Background: an optimization exercise with open tools, aiming at small area. Do not read the settings as production practice. In this exercise RTL edits were held to simulation tests only and were not proved equivalent to the original. Power is estimated from default activity; no workload was simulated. The clock port is modelled as an ideal driver; clocking choices that lean on that would not hold on a real chip.

lane 3:
// parser_stage
module parser_stage (
	input  logic                               clk,
	input  logic                               reset,
	input  parser_pkg::phv_t                   phv_in_i,
	input  logic                               phv_in_valid_i,
	input  logic                               rule_wr_i,
	input  logic                               rule_rd_i,
	input  logic [parser_pkg::RULE_ADDR_W-1:0] rule_addr_i,
	input  parser_pkg::rule_t                  rule_data_i,
	output parser_pkg::result_t                phv_out_o,
	output logic                               phv_out_valid_o,
	output parser_pkg::rule_t                  rule_rdata_o,
	output logic                               rule_rvalid_o
);
	localparam int D = parser_pkg::PIPE_LATENCY;
	logic [parser_pkg::NUM_RULE*65-1:0] rules;
	logic [6:0]            type_at;
	parser_pkg::byte_off_t len_add;
	parser_pkg::byte_off_t off1_q, add1_q;
	logic [D:1]                   valid_q;
	parser_pkg::pars_data_t       data_q [1:D];
	parser_pkg::byte_off_t        noff_q [2:D];
	logic [6:0]                   tat_q  [1:2];
	parser_pkg::field16_t               type_fld;
	logic [parser_pkg::RULE_ADDR_W-1:0] idx;
	logic                               hit;
	parser_pkg::field16_t               type_x, type3_q, type4_q, type5_q;
	logic [parser_pkg::RULE_ADDR_W-1:0] idx4_q;
	logic                               hit4_q, hit5_q;
	parser_pkg::action_t                action;
	parser_pkg::action_t                act5_q;
  ...
==> flow/config.mk <==
export PLATFORM = sky130hd
export DESIGN_NAME = parser_stage
export DESIGN_NICKNAME = parser_stage
export VERILOG_FILES = /design/flow/design.v
export SDC_FILE = /design/flow/constraint.sdc
export NUM_CORES = 4
export LEC_CHECK = 0
export CAP_MARGIN = 20
export CORE_MARGIN = 2
export CORE_UTILIZATION = 60
export PLACE_DENSITY = 0.7
export SLEW_MARGIN = 20
==> flow/constraint.sdc <==
create_clock -name core_clock -period 6.0 [get_ports {clk}]
set_input_delay 1.2000 -clock core_clock [delete_from_list [all_inputs] [get_ports {clk}]]
set_output_delay 1.2000 -clock core_clock [all_outputs]
set_load 0.01 [all_outputs]
standard.sh (not shown) runs the stock make flow with config.mk's settings and CLKGATE_MAP_FILE= SYNTH_SCRIPT=/design/flow/synth_recipe.tcl, a recipe that flattens the netlist after the stock synthesis.
==> flow/flow/run.sh <==
#!/bin/bash
# Standard layout with two changes: the port buffers are the smallest
# buffer, and clock tree synthesis clusters more sinks per leaf buffer
# and adds no dummy loads.
set -euo pipefail
export BUFFER_PORTS_ARGS="-buffer_cell sky130_fd_sc_hd__buf_1"
export CTS_ARGS="-sink_clustering_enable -repair_clock_nets -dont_use_dummy_load -sink_clustering_size 30 -sink_clustering_max_diameter 100"
bash standard.sh > standard.log 2>&1
The following lists how lane 1 was set up differently from lane 3:
# lane 3
export LEC_CHECK = 0
export CAP_MARGIN = 20
export CORE_MARGIN = 2
export CORE_UTILIZATION = 60
export PLACE_DENSITY = 0.7
export SLEW_MARGIN = 20
create_clock -name core_clock -period 6.0 [get_ports {clk}]
# lane 1
export LEC_CHECK = 0
export CAP_MARGIN = 10
export CORE_MARGIN = 2
export CORE_UTILIZATION = 60
export PLACE_DENSITY = 0.7
export SLEW_MARGIN = 10
create_clock -name core_clock -period 6.0 [get_ports {clk}]
[summary]
Each of the runs, namely lane 1 and lane 3, reached the end of the flow and came out clean. In lane 1, buffer share of cell area is lower than in lane 3. Diff lane 1..lane 3 | quantity of gates resized following cts | negligible. Sort lane 1 and lane 3 by HPWL after detailed placement, descending, and lane 3 comes first. Compared with lane 3, in lane 1 worst path setup slack after routing rose 33 ps; area growth from synthesis to layout about even; power dissipated by switching net loads about even. Reported for lane 1 and lane 3, number of setup violations in the final report turned out identical to the last digit.


job 338:
Another version of the RTL of parser_stage (not shown whole).
For scale: ~5700 cells after synthesis, roughly 3300 flip-flops.
make LEC_CHECK=0 CAP_MARGIN=10 CORE_MARGIN=2 CORE_UTILIZATION=58 CTS_CLUSTER_DIAMETER=80 CTS_CLUSTER_SIZE=30 PLACE_DENSITY=0.7 SLEW_MARGIN=10 finish   # period 6.0 ns
run.sh (not shown) runs the stock make flow with config.mk's settings and CLKGATE_MAP_FILE= SYNTH_SCRIPT=/design/flow/synth_recipe.tcl, a recipe that flattens the netlist after the stock synthesis.
Stock flow here: none of the scripts above is used.
Both conditions hold for job 338: the flow ran to the end and the final layout passed the timing, design-rule and antenna checks.
For job 9086, these inputs were changed with respect to job 338:
# job 338
export LEC_CHECK = 0
export CAP_MARGIN = 10
export CORE_MARGIN = 2
export CORE_UTILIZATION = 58
export CTS_CLUSTER_DIAMETER = 80
export CTS_CLUSTER_SIZE = 30
export PLACE_DENSITY = 0.7
export SLEW_MARGIN = 10
create_clock -name core_clock -period 6.0 [get_ports {clk}]
# job 9086
export LEC_CHECK = 0
export CAP_MARGIN = 10
export CORE_MARGIN = 2
export CORE_UTILIZATION = 60
export CTS_CLUSTER_DIAMETER = 80
export CTS_CLUSTER_SIZE = 30
export PLACE_DENSITY = 0.7
export SLEW_MARGIN = 10
create_clock -name core_clock -period 6.0 [get_ports {clk}]
## What came out
- Nothing crashed in job 9086 and all stages finished; the problem is that the final layout failed, the offending checks being antenna violations.
- Met1 global-route usage delta for job 9086 relative to job 338: 0.24 points lower
- [compare] base=job 338 new=job 9086: final antenna diode count increased 15, final-layout clock buffer total increased 9.
- Total via count in the routed design grows slightly when moving from job 338 to job 9086.
- Between job 338 and job 9086, the share of the clock period used by the worst path is higher for job 338.
- Summary: with job 338 as the reference, wire length in job 9086 moved down slightly.
- Going from job 338 to job 9086, core occupancy in the finished layout went up, cell area did not really move.
## Diff of input files: job 9218 against job 9086
# job 9086
export LEC_CHECK = 0
export CAP_MARGIN = 10
export CORE_MARGIN = 2
export CORE_UTILIZATION = 60
export CTS_CLUSTER_DIAMETER = 80
export CTS_CLUSTER_SIZE = 30
export PLACE_DENSITY = 0.7
export SLEW_MARGIN = 10
create_clock -name core_clock -period 6.0 [get_ports {clk}]
# job 9218
export LEC_CHECK = 0
export CAP_MARGIN = 10
export CORE_MARGIN = 2
export CORE_UTILIZATION = 60
export PLACE_DENSITY = 0.7
export SLEW_MARGIN = 10
create_clock -name core_clock -period 6.0 [get_ports {clk}]
==> flow/flow/run.sh (new file) <==
#!/bin/bash
# Standard layout with three changes:
#  - synthesis maps the logic with an area-oriented ABC script
#    (flow/abc_area.script, used in place of ORFS's abc_speed.script;
#    every other ORFS script is used as is, from a copy of the folder);
#  - the port buffers are the smallest buffer;
#  - clock tree synthesis clusters more sinks per leaf buffer and adds
#    no dummy loads.
set -euo pipefail
here=$(pwd)
rm -rf "$here/orfs_scripts"
cp -r "$FLOW_HOME/scripts" "$here/orfs_scripts"
cp "$here/flow/abc_area.script" "$here/orfs_scripts/abc_speed.script"
export SCRIPTS_DIR="$here/orfs_scripts"
export BUFFER_PORTS_ARGS="-buffer_cell sky130_fd_sc_hd__buf_1"
export CTS_ARGS="-sink_clustering_enable -repair_clock_nets -dont_use_dummy_load -sink_clustering_size 30 -sink_clustering_max_diameter 100"
bash standard.sh > standard.log 2>&1
==> flow/flow/abc_area.script (new file) <==
strash
&get -n
&fraig -x
&put
scorr
dc2
strash
&get -n
&dch -f
&nf -R 1000
&put
topo
stime -c
dnsize -c
==> flow/standard.sh (new file) <==
#!/bin/bash
# synth_recipe.tcl (not shown) runs the flow's synth.tcl, then flattens the netlist and writes it again
# the make line also repeats each setting of config.mk as NAME=value (left out here)
make -C /OpenROAD-flow-scripts/flow DESIGN_CONFIG=/design/flow/config.mk WORK_HOME=/design/flow/orfs CLKGATE_MAP_FILE= SYNTH_SCRIPT=/design/flow/synth_recipe.tcl "${@:-finish}"
removed: flow/run.sh
Notes after the runs:
Job 9218 has completed all stages; timing, DRC and antenna checks passed.
Against job 9086, via count of the first global-routing pass in job 9218 fell by a few percent.
Die area down 6300 um2 in job 9218 wrt job 9086
| share of synthesized area spent on multiplexers | lower: job 9218 |
From job 9086 to job 9218 the numbers moved as follows: cell area after layout saw a decrease, first-iteration DRC count shows an increase of 2078, routed wire length fell by about 0.5%, final cell count down about 6%, clock-buffer cell count decreased 39.
The number of logic inverters in the finished layout of job 9218 is higher than that of job 9086.
The combinational share of power in job 9218 was lower than what job 9086 gave.

==> afterwards: timing with drivers on the ports <==
In the flow no input, the clock included, has a driving cell. The finished layouts below were timed again as built, in two steps.
Step 1: set_driving_cell puts a clkbuf_16 on clk and a buf_2 on each other input, an assumption about the parent block.
Step 2 times the ports against the registers' clock, not the clock port: input delays grow and output delays shrink by t, the midpoint of the rising clock arrivals with the driver on.
Slacks: ideal ports / drivers / drivers and shift; pairs: ideal ports / drivers.
| run | t, ns | setup slack, ns | worst setup path after step 2 | worst data-port slew with drivers (ns) |
|---|---|---|---|---|
| lane 3 | 0.857 | 0.524 / 0.428 / -0.135 | input to register | 0.26 |
| lane 1 | 0.872 | 0.557 / 0.579 / -0.269 | input to register | 0.23 |
| job 338 | 0.910 | 0.424 / 0.380 / -0.427 | input to register | 0.32 |
| job 9086 | 0.915 | 0.580 / 0.480 / -0.217 | input to register | 0.29 |
| job 9218 | 0.872 | 0.378 / 0.443 / -0.429 | input to register | 0.18 |
For job 338, which loses most, drivers alone change the setup slack by -0.044 ns; drivers and shift together by -0.851 ns.
